This design comes from an exercise in tuning for small area, a short achievable clock period and few clock cycles per item on the open sky130 flow, not from production work.
The RTL was checked by simulation tests, not by an equivalence proof against the original design.

## before
Design divider_top, start of the top module:
module divider_top (
    input  logic        clk,
    input  logic        rst_n,
    input  logic [31:0] op1,
    input  logic [31:0] op2,
    input  logic [2:0]  funct3,
    input  logic        start,
    input  logic        ack,
    output logic [31:0] result,
    output logic        done
);
clock: 27.0 ns
lec_check: 0
cap_margin: 20
core_margin: 2
core_utilization: 40
slew_margin: 20
run.sh (not shown) runs the stock make flow with config.mk's settings and CLKGATE_MAP_FILE= SYNTH_SCRIPT=/design/flow/synth_recipe.tcl, a recipe that flattens the netlist after the stock synthesis.
before reached the end of the flow, and the finished layout is clean on the timing, DRC and antenna checks.
Testbench counts of before, summed over its fixed seeds: cycles 156,157, items 32,000.
The inputs of after differ from those of before as listed below.
- ABC_AREA newly set to 1
Notes after the runs:
Between before and after, the cell count went up.
Post-route standard cell area excluding fillers | after above before

* * *

Another version of the RTL of divider_top (not shown whole).
Size: about 110 flip-flops, roughly 100 I/O pins, about 14000 um2 of cells after synthesis.
==> flow/design.v (excerpt) <==
module divider_top (
    input  logic        clk,
    input  logic        rst_n,
    input  logic [31:0] op1,
    input  logic [31:0] op2,
    input  logic [2:0]  funct3,
    input  logic        start,
    input  logic        ack,
    output logic [31:0] result,
    output logic        done
);
clock: 27.0 ns
lec_check: 0
abc_area: 1
cap_margin: 20
core_margin: 2
core_utilization: 40
slew_margin: 20
Testbench counts at the start, summed over its fixed seeds: cycles 158,528, items 32,000.
Edit:
Settings changed: ABC_AREA 1 to unset.
After rerunning: Sequential cell count does not change. Worst setup slack is better by 500 ps.

* * *

## job 101
divider_top, a different RTL version from the one above (not shown whole).
For scale: about 110 flip-flops, ~100 I/O pins, ~13000 µm² of cells after synthesis.
clock: 27.0 ns
lec_check: 0
abc_area: 1
cap_margin: 20
core_margin: 2
core_utilization: 40
slew_margin: 20
Testbench counts of job 101, summed over its fixed seeds: cycles 142,140, items 32,000.
Edits applied to the flow inputs when going from job 101 to job 102:
- a deleted ABC_AREA that had been 1
Notes after the runs:
Job 102 vs. job 101: global routing met2 resource utilization now sits lower, net count reported at finish now sits lower, count of antenna-violating nets left after detailed routing now sits at about the same level, slack of the worst reg-to-reg path now sits higher. Going from job 101 to job 102, via count of the first global-routing pass climbed about 6%. Compare job 102 and job 101 | setup slack lower: job 101. Job 102 against job 101: buffer count excluding the clock tree in the final layout increased 7, met3 track demand over resource in global routing increased 0.20 points.

* * *

JK:
divider_top, a different RTL version from the one above (not shown whole).
For scale: ~2,100 cells after synthesis, ~0.013 mm2 of cells after synthesis.
==> flow/config.mk <==
export PLATFORM = sky130hd
export DESIGN_NAME = divider_top
export DESIGN_NICKNAME = divider_top
export VERILOG_FILES = /design/flow/design.v
export SDC_FILE = /design/flow/constraint.sdc
export NUM_CORES = 4
export LEC_CHECK = 0
export ABC_AREA = 1
export CAP_MARGIN = 20
export CORE_MARGIN = 2
export CORE_UTILIZATION = 70
export SLEW_MARGIN = 20
==> flow/constraint.sdc <==
create_clock -name core_clock -period 27.0 [get_ports {clk}]
set_input_delay 5.4000 -clock core_clock [delete_from_list [all_inputs] [get_ports {clk}]]
set_output_delay 5.4000 -clock core_clock [all_outputs]
set_load 0.01 [all_outputs]
standard.sh (not shown) runs the stock make flow with config.mk's settings and CLKGATE_MAP_FILE= SYNTH_SCRIPT=/design/flow/synth_recipe.tcl, a recipe that flattens the netlist after the stock synthesis.
==> flow/flow/run.sh <==
#!/bin/bash
# Standard layout, with one extra step after placement: the port buffers become
# plain buffers instead of delay buffers, and the resizer sizes the placed
# netlist for a shorter period than the clock asks for (same constraints, a
# larger slack target). Everything else is the standard.sh.
set -euo pipefail
here=$(pwd)
res=$here/orfs/results/sky130hd/divider_top/base

bash standard.sh synth floorplan place > $here/log_1_standard_to_place.txt 2>&1

cp $res/3_place.odb $here/3_place_standard.odb
openroad -no_splash -exit $here/flow/resize.tcl > $here/log_2_resize.txt 2>&1
test -s $res/3_place.odb

bash standard.sh cts route finish > $here/log_3_standard_to_finish.txt 2>&1
test -s $here/out/final.def
==> flow/flow/resize.tcl <==
# size the placed design harder, under the design's own constraints
set P $::env(FLOW_HOME)/platforms/sky130hd
set res [pwd]/orfs/results/sky130hd/divider_top/base
read_liberty $P/lib/sky130_fd_sc_hd__tt_025C_1v80.lib
read_db [pwd]/3_place_standard.odb
read_sdc $res/3_place.sdc
source $P/setRC.tcl
set_dont_use {sky130_fd_sc_hd__probe_p_8 sky130_fd_sc_hd__probec_p_8 sky130_fd_sc_hd__lpflow_*
  sky130_fd_sc_hd__clkdlybuf4s* sky130_fd_sc_hd__dlygate* sky130_fd_sc_hd__dlymetal*}
estimate_parasitics -placement
report_worst_slack

# port buffers: plain buffers rather than delay buffers
foreach inst [[ord::get_db_block] getInsts] {
  set n [$inst getName]
  set m [[$inst getMaster] getName]
  if {([string match "input*" $n] || [string match "output*" $n]) && [string match "*clkdlybuf4s*" $m]} {
    if {[string match "input*" $n]} {
      replace_cell $n sky130_fd_sc_hd__buf_1
    } else {
      replace_cell $n sky130_fd_sc_hd__buf_2
    }
  }
}
estimate_parasitics -placement
report_worst_slack

# resize toward a 6.4 ns period; the constraints stay those of the design
repair_timing -setup -setup_margin 20.6 -skip_last_gasp
estimate_parasitics -placement
report_worst_slack
report_design_area

detailed_placement
check_placement -verbose
estimate_parasitics -placement
report_worst_slack
write_db $res/3_place.odb
JK has completed all stages; timing, DRC and antenna checks passed.
Testbench counts of JK, summed over its fixed seeds: cycles 156,157, items 32,000.
## Diff of input files: MS against JK
==> flow/run.sh (new file) <==
#!/bin/bash
# synth_recipe.tcl (not shown) runs the flow's synth.tcl, then flattens the netlist and writes it again
# the make line also repeats each setting of config.mk as NAME=value (left out here)
make -C /OpenROAD-flow-scripts/flow DESIGN_CONFIG=/design/flow/config.mk WORK_HOME=/design/flow/orfs CLKGATE_MAP_FILE= SYNTH_SCRIPT=/design/flow/synth_recipe.tcl finish
-- flow/config.mk --
<<< JK, line 7
export LEC_CHECK = 0
export ABC_AREA = 1
export CAP_MARGIN = 20
export CORE_MARGIN = 2
export CORE_UTILIZATION = 70
export SLEW_MARGIN = 20
>>> MS, line 7
export LEC_CHECK = 0
export CAP_MARGIN = 20
export CORE_MARGIN = 2
export CORE_UTILIZATION = 40
export SLEW_MARGIN = 20
removed: flow/flow/run.sh
removed: flow/flow/resize.tcl
removed: flow/standard.sh
### Flow results
- Diff JK -> MS: insertion delay to the later sink of the worst-skew pair now sits higher, wire length increased about 20%, highest net fanout along the worst path grew by 19%.
- Going from JK to MS, wire length of the first global-routing pass grows by 16%.
- In the flow results for JK and MS, the number of clock buffer instances in the layout is larger on JK.
- MS vs JK, largest family of logic cells by synthesized area: compound AO/OA/AOI/OAI gates vs simple AND/OR/NAND/NOR gates
[inputs] AL vs MS
-- flow/config.mk --
<<< MS, line 7
export LEC_CHECK = 0
export CAP_MARGIN = 20
>>> AL, line 7
export LEC_CHECK = 0
export ABC_AREA = 1
export CAP_MARGIN = 20
Notes after the runs:
- Diff MS -> AL | overall track demand over capacity in global routing | decrease of 3.1 points
- [compare] base=MS new=AL: number of port buffers flat; period utilization down 2.0 points.
- Re relative area change from synthesis to final layout: MS and AL aren't equal, and the lower value belongs to AL.
- From MS to AL the numbers moved as follows: area taken by multi-input logic gates down 8.6%, maximum fanout encountered on the critical timing path down 26, cell area down 1.3%.
> inputs changed (AL -> TR)
==> flow/flow/run.sh (new file) <==
#!/bin/bash
# Standard layout, with one extra step after placement: the port buffers become
# plain buffers instead of delay buffers, and the resizer sizes the placed
# netlist for a shorter period than the clock asks for (same constraints, a
# larger slack target). Everything else is the standard.sh.
set -euo pipefail
here=$(pwd)
res=$here/orfs/results/sky130hd/divider_top/base

bash standard.sh synth floorplan place > $here/log_1_standard_to_place.txt 2>&1

cp $res/3_place.odb $here/3_place_standard.odb
openroad -no_splash -exit $here/flow/resize.tcl > $here/log_2_resize.txt 2>&1
test -s $res/3_place.odb

bash standard.sh cts route finish > $here/log_3_standard_to_finish.txt 2>&1
test -s $here/out/final.def
==> flow/flow/resize.tcl (new file) <==
# size the placed design harder, under the design's own constraints
set P $::env(FLOW_HOME)/platforms/sky130hd
set res [pwd]/orfs/results/sky130hd/divider_top/base
read_liberty $P/lib/sky130_fd_sc_hd__tt_025C_1v80.lib
read_db [pwd]/3_place_standard.odb
read_sdc $res/3_place.sdc
source $P/setRC.tcl
set_dont_use {sky130_fd_sc_hd__probe_p_8 sky130_fd_sc_hd__probec_p_8 sky130_fd_sc_hd__lpflow_*
  sky130_fd_sc_hd__clkdlybuf4s* sky130_fd_sc_hd__dlygate* sky130_fd_sc_hd__dlymetal*}
estimate_parasitics -placement
report_worst_slack

# port buffers: plain buffers rather than delay buffers
foreach inst [[ord::get_db_block] getInsts] {
  set n [$inst getName]
  set m [[$inst getMaster] getName]
  if {([string match "input*" $n] || [string match "output*" $n]) && [string match "*clkdlybuf4s*" $m]} {
    replace_cell $n sky130_fd_sc_hd__buf_2
  }
}
estimate_parasitics -placement
report_worst_slack

# resize toward a 6 ns period; the constraints stay those of the design
repair_timing -setup -setup_margin 21.0 -skip_last_gasp
estimate_parasitics -placement
report_worst_slack
report_design_area

detailed_placement
check_placement -verbose
estimate_parasitics -placement
report_worst_slack
write_db $res/3_place.odb
==> flow/standard.sh (new file) <==
#!/bin/bash
# synth_recipe.tcl (not shown) runs the flow's synth.tcl, then flattens the netlist and writes it again
# the make line also repeats each setting of config.mk as NAME=value (left out here)
make -C /OpenROAD-flow-scripts/flow DESIGN_CONFIG=/design/flow/config.mk WORK_HOME=/design/flow/orfs CLKGATE_MAP_FILE= SYNTH_SCRIPT=/design/flow/synth_recipe.tcl "${@:-finish}"
removed: flow/run.sh
[summary]
No stage failed in TR, and the final checks on the layout all came back clean. Via density per instance essentially unchanged between AL and TR. Share of the cycle needed by the critical path after routing was higher in AL than in TR. TR ends up with lower relative area change from synthesis to final layout than AL does.

* * *

Setup of run 1:
The RTL this note starts from:
==> flow/design.v <==
`timescale 1ns/1ps
module div_bk_add #(
    parameter int W = 34
) (
    input  logic [W-1:0] a,
    input  logic [W-1:0] b,
    input  logic         cin,
    output logic [W-1:0] sum
);
    logic [W-1:0] p0;
    logic [W-1:0] g;
    logic [W-1:0] p;
    logic [W:0]   c;
    assign p0 = a ^ b;
    always_comb begin
        g = a & b;
        p = p0;
        g[0] = g[0] | (p[0] & cin);
        for (int l = 1; l < W; l = l * 2) begin
            for (int i = 0; i < W; i++) begin
                if ((i / l) % 2 == 1) begin
                    g[i] = g[i] | (p[i] & g[(i / l) * l - 1]);
                    p[i] = p[i] & p[(i / l) * l - 1];
                end
            end
        end
        c[0] = cin;
        for (int i = 0; i < W; i++)
            c[i+1] = g[i];
    end
    assign sum = p0 ^ c[W-1:0];
endmodule
`timescale 1ns/1ps
module divider_top (
    input  logic        clk,
    input  logic        rst_n,
    input  logic [31:0] op1,
    input  logic [31:0] op2,
    input  logic [2:0]  funct3,
    input  logic        start,
    input  logic        ack,
    output logic [31:0] result,
    output logic        done
);
    localparam logic [1:0] S_IDLE = 2'd0;
    localparam logic [1:0] S_PREP = 2'd1;
    localparam logic [1:0] S_ITER = 2'd2;
    localparam logic [1:0] S_FIX  = 2'd3;
    logic [1:0]  st_q;
    logic [31:0] r_q;       
    logic [31:0] t_q;       
    logic [31:0] q_q;       
    logic [3:0]  cnt_q;     
    logic        rem_q;     
    logic        sgn_q;     
    logic        neg_q;     
    assign result = q_q;
    logic        sa, sb;
    logic [31:0] abs_a, abs_b;
    logic [5:0]  lz_a, lz_b;
    logic [5:0]  dlz;
    logic        b_zero, a_short;
    logic [31:0] t_init;
    logic [31:0] fast_val;
    assign sa    = sgn_q & r_q[31];
    assign sb    = sgn_q & t_q[31];
    assign abs_a = sa ? -r_q : r_q;
    assign abs_b = sb ? -t_q : t_q;
    always_comb begin
        lz_a = 6'd32;
        for (int i = 0; i < 32; i++)
            if (abs_a[i]) lz_a = 6'(31 - i);
    end
    always_comb begin
        lz_b = 6'd32;
        for (int i = 0; i < 32; i++)
            if (abs_b[i]) lz_b = 6'(31 - i);
    end
    assign b_zero = (t_q == 32'd0);
    assign dlz    = lz_b - lz_a;
    assign a_short  = lz_a > lz_b;
    assign t_init = abs_b << {dlz[4:1], 1'b0};
    assign fast_val = rem_q ? r_q : {32{b_zero}};
    logic [32:0] d1;
    logic [32:0] s1;
    logic [31:0] r1;
    logic        q1;
    logic [32:0] s2;
    logic [31:0] r2;
    logic        q0;
    assign d1 = {t_q, 1'b0};
    div_bk_add #(.W(33)) u_sub1 (.a({1'b0, r_q}), .b(~d1), .cin(1'b1), .sum(s1));
    assign q1 = ~s1[32] & ~t_q[31];
    assign r1 = q1 ? s1[31:0] : r_q;
    div_bk_add #(.W(33)) u_sub2 (.a({1'b0, r1}), .b(~{1'b0, t_q}), .cin(1'b1), .sum(s2));
    assign q0 = ~s2[32];
    assign r2 = q0 ? s2[31:0] : r1;
    logic [31:0] q_shift;
    assign q_shift = {q_q[29:0], q1, q0};
    logic last;
    assign last = (cnt_q == 4'd0);
    logic accept;
    assign accept = (st_q == S_IDLE) && start;
    always_ff @(posedge clk or negedge rst_n) begin
        if (!rst_n) begin
            st_q <= S_IDLE;
            done <= 1'b0;
        end else begin
            case (st_q)
                S_IDLE: begin
                    if (start) st_q <= S_PREP;
                    done <= done & ~ack;
                end
                S_PREP: begin
                    if (b_zero || a_short) begin
                        st_q <= S_IDLE;
                        done <= 1'b1;
                    end else begin
                        st_q <= S_ITER;
                    end
                end
                S_ITER: begin
                    if (last) begin
                        if (neg_q) begin
                            st_q <= S_FIX;
                        end else begin
                            st_q <= S_IDLE;
                            done <= 1'b1;
                        end
                    end
                end
                default: begin
                    st_q <= S_IDLE;
                    done <= 1'b1;
                end
            endcase
        end
    end
    always_ff @(posedge clk) begin
        case (st_q)
            S_IDLE: begin
                r_q <= op1;
                t_q <= op2;
            end
            S_PREP: begin
                r_q <= abs_a;
                t_q <= t_init;
            end
            default: begin
                r_q <= r2;
                t_q <= {2'b00, t_q[31:2]};
            end
        endcase
        cnt_q <= (st_q == S_PREP) ? dlz[4:1] : cnt_q - 4'd1;
    end
    always_ff @(posedge clk) begin
        if (accept) begin
            rem_q <= funct3[1];
            sgn_q <= ~funct3[0];
        end
        if (st_q == S_PREP) neg_q <= rem_q ? sa : (sa ^ sb);
    end
    always_ff @(posedge clk) begin
        case (st_q)
            S_IDLE: ;
            S_PREP: q_q <= fast_val & {32{b_zero | a_short}};
            S_ITER: q_q <= (last && rem_q) ? r2 : q_shift;
            default: q_q <= -q_q;
        endcase
    end
endmodule
==> flow/config.mk <==
export PLATFORM = sky130hd
export DESIGN_NAME = divider_top
export DESIGN_NICKNAME = divider_top
export VERILOG_FILES = /design/flow/design.v
export SDC_FILE = /design/flow/constraint.sdc
export NUM_CORES = 4
export LEC_CHECK = 0
export ABC_AREA = 1
export CAP_MARGIN = 20
export CORE_MARGIN = 2
export CORE_UTILIZATION = 40
export SLEW_MARGIN = 20
==> flow/constraint.sdc <==
create_clock -name core_clock -period 27.0 [get_ports {clk}]
set_input_delay 5.4000 -clock core_clock [delete_from_list [all_inputs] [get_ports {clk}]]
set_output_delay 5.4000 -clock core_clock [all_outputs]
set_load 0.01 [all_outputs]
==> flow/flow/run.sh <==
#!/bin/bash
# Standard layout, with one extra step after placement: the port buffers become
# plain buffers instead of delay buffers, and the resizer sizes the placed
# netlist for a shorter period than the clock asks for (same constraints, a
# larger slack target). Everything else is the standard.sh.
set -euo pipefail
here=$(pwd)
res=$here/orfs/results/sky130hd/divider_top/base

bash standard.sh synth floorplan place > $here/log_1_standard_to_place.txt 2>&1

cp $res/3_place.odb $here/3_place_standard.odb
openroad -no_splash -exit $here/flow/resize.tcl > $here/log_2_resize.txt 2>&1
test -s $res/3_place.odb

bash standard.sh cts route finish > $here/log_3_standard_to_finish.txt 2>&1
test -s $here/out/final.def
==> flow/flow/resize.tcl <==
# size the placed design harder, under the design's own constraints
set P $::env(FLOW_HOME)/platforms/sky130hd
set res [pwd]/orfs/results/sky130hd/divider_top/base
read_liberty $P/lib/sky130_fd_sc_hd__tt_025C_1v80.lib
read_db [pwd]/3_place_standard.odb
read_sdc $res/3_place.sdc
source $P/setRC.tcl
set_dont_use {sky130_fd_sc_hd__probe_p_8 sky130_fd_sc_hd__probec_p_8 sky130_fd_sc_hd__lpflow_*
  sky130_fd_sc_hd__clkdlybuf4s* sky130_fd_sc_hd__dlygate* sky130_fd_sc_hd__dlymetal*}
estimate_parasitics -placement
report_worst_slack

# port buffers: plain buffers rather than delay buffers
foreach inst [[ord::get_db_block] getInsts] {
  set n [$inst getName]
  set m [[$inst getMaster] getName]
  if {([string match "input*" $n] || [string match "output*" $n]) && [string match "*clkdlybuf4s*" $m]} {
    replace_cell $n sky130_fd_sc_hd__buf_2
  }
}
estimate_parasitics -placement
report_worst_slack

# resize toward a 6 ns period; the constraints stay those of the design
repair_timing -setup -setup_margin 21.0 -skip_last_gasp
estimate_parasitics -placement
report_worst_slack
report_design_area

detailed_placement
check_placement -verbose
estimate_parasitics -placement
report_worst_slack
write_db $res/3_place.odb
Run 1 completed end to end with timing, DRC and antenna clean.
Testbench counts of run 1, summed over its fixed seeds: cycles 156,157, items 32,000.
diff inputs: run 1 => run 2
Settings: a change of CORE_UTILIZATION from 40 to 60.
-- flow/flow/resize.tcl --
<<< run 1, line 16
  set m [[$inst getMaster] getName]
  if {([string match "input*" $n] || [string match "output*" $n]) && [string match "*clkdlybuf4s*" $m]} {
    replace_cell $n sky130_fd_sc_hd__buf_2
  }
}
>>> run 2, line 16
  set m [[$inst getMaster] getName]
  if {([string match "input*" $n] || [string match "output*" $n]) && [string match "*clkdlybuf4s*" $m]} {
    replace_cell $n sky130_fd_sc_hd__buf_1
  }
}
[summary]
Run 2 vs run 1, count of non-CTS buffers in the layout went down by 1.
Run 2 vs run 1, met1 track utilization from global routing went up by 15 points.
Diff run 1..run 2 | ratio of final minimum period to clock period | negligible
Row total iterations of the first detailed-routing run: run 2 higher / run 1 lower
Re utilization after layout: run 2 and run 1 aren't equal, and the higher value belongs to run 2.
Run 2 against run 1; core footprint is down by more than a quarter.
The higher width of the die of run 2 and run 1 is in run 1.
Setup slack in run 2 is larger than in run 1.
[run 2 vs run 1] global-route wire length before repair: lower in run 2
Setup changes, run 2 to run 3
Settings: swapping 60 for 50 in CORE_UTILIZATION.
[summary]
Row global-route usage: run 3 lower / run 2 higher
Time the final worst path needs with I/O delays and setup (run 3 over run 2): decrease, 0.0043 ns
The last element of the critical path comes out result[7] in one run and result[30] in the other, namely in run 3 and run 2 respectively.
For the setup slack, run 3 came in 0.0043 ns higher than run 2 did.
Sort run 3 and run 2 by routed length on met1 desc -> top: run 3
Total number of nets in the final design: run 2 vs run 3, no meaningful difference
For run 4, these inputs were changed with respect to run 3:
-- flow/flow/resize.tcl --
<<< run 3, line 22
report_worst_slack

# resize toward a 6 ns period; the constraints stay those of the design
repair_timing -setup -setup_margin 21.0 -skip_last_gasp
estimate_parasitics -placement
report_worst_slack
>>> run 4, line 22
report_worst_slack

# the result flip-flops see only their port buffer and one more buffer that
# carries their other loads, so they reach the outputs sooner
set block [ord::get_db_block]
set k 0
foreach inst [$block getInsts] {
  set n [$inst getName]
  if {![string match "output*" $n]} continue
  set in_net [[$inst findITerm A] getNet]
  set loads {}
  foreach it [$in_net getITerms] {
    if {[$it isOutputSignal]} continue
    set ii [$it getInst]
    if {[$ii getName] eq $n} continue
    lappend loads "[$ii getName]/[[$it getMTerm] getName]"
  }
  if {[llength $loads] > 1} {
    insert_buffer -buffer_cell sky130_fd_sc_hd__buf_1 -net [$in_net getName] -load_pins $loads -buffer_name split_out_$k
    incr k
  }
}
puts "split $k result nets"
estimate_parasitics -placement
report_worst_slack

# resize toward a 6.15 ns period; the constraints stay those of the design
repair_timing -setup -setup_margin 20.85 -skip_last_gasp
estimate_parasitics -placement
report_worst_slack
==> comparison <==
Count of buffer and inverter cells on the critical path: run 3 vs run 4 — no meaningful difference
On total track usage, run 3 and run 4 are basically level.
Run 3 and run 4 ended up with nearly the same routed wire length.
Of the two candidates, run 3 has the better wire length of the first global-routing pass and run 4 the worse one.
### run 4 -> run 5
Settings: swapping 50 for 40 in CORE_UTILIZATION.
-- flow/flow/resize.tcl --
<<< run 4, line 46
report_worst_slack

# resize toward a 6.15 ns period; the constraints stay those of the design
repair_timing -setup -setup_margin 20.85 -skip_last_gasp
estimate_parasitics -placement
report_worst_slack
>>> run 5, line 46
report_worst_slack

# resize toward a 6 ns period; the constraints stay those of the design
repair_timing -setup -setup_margin 21.0 -skip_last_gasp
estimate_parasitics -placement
report_worst_slack
## What came out
- Run 5: flow completed, timing, DRC and antenna clean
- [compare] base=run 4 new=run 5: cell area after layout climbed about 0.7%; wire length lost 1.2%.

==> what the ideal ports hide <==
In the flow no input, the clock included, has a driving cell. The finished layouts below were timed again as built, in two steps.
Step 1 sets driving cells, clkbuf_16 on the clock port and buf_2 on the other inputs (assumed; they add their load-dependent delay and slew).
Step 2 adds t to the input delays and takes it off the output delays; t is the mean of the earliest and latest rising clock arrival at the registers after step 1. Input paths then give back, and output paths get back, about the clock's delay inside the block.
a / b / c = ideal ports / drivers / drivers and shift; a / b = the first two.
run	shift t [ns]	slack for setup (ns)	worst data-port slew with drivers (ns)
before	0.440	19.304 / 19.304 / 19.304	0.04
after	0.435	19.628 / 19.628 / 19.628	0.04
the first run of note 2	0.430	17.769 / 17.769 / 17.769	0.05
the second run of note 2	0.428	18.265 / 18.265 / 18.265	0.06
job 101	0.412	14.851 / 14.870 / 14.457	0.05
job 102	0.417	15.586 / 15.613 / 15.196	0.05
JK	0.414	20.278 / 20.278 / 20.278	0.07
MS	0.438	19.561 / 19.561 / 19.561	0.05
AL	0.429	20.105 / 20.049 / 20.259	0.06
TR	0.430	20.591 / 20.539 / 20.847	0.05
run 1	0.417	20.592 / 20.541 / 20.895	0.05
run 2	0.404	20.600 / 20.558 / 20.825	0.05
run 3	0.410	20.604 / 20.562 / 20.871	0.05
run 4	0.411	20.629 / 20.586 / 20.714	0.05
run 5	0.419	20.633 / 20.579 / 20.824	0.05
After both steps every run listed still meets setup and hold. The setup slack of job 101, which loses most, moves by +0.019 ns with the drivers and by -0.394 ns with both steps.
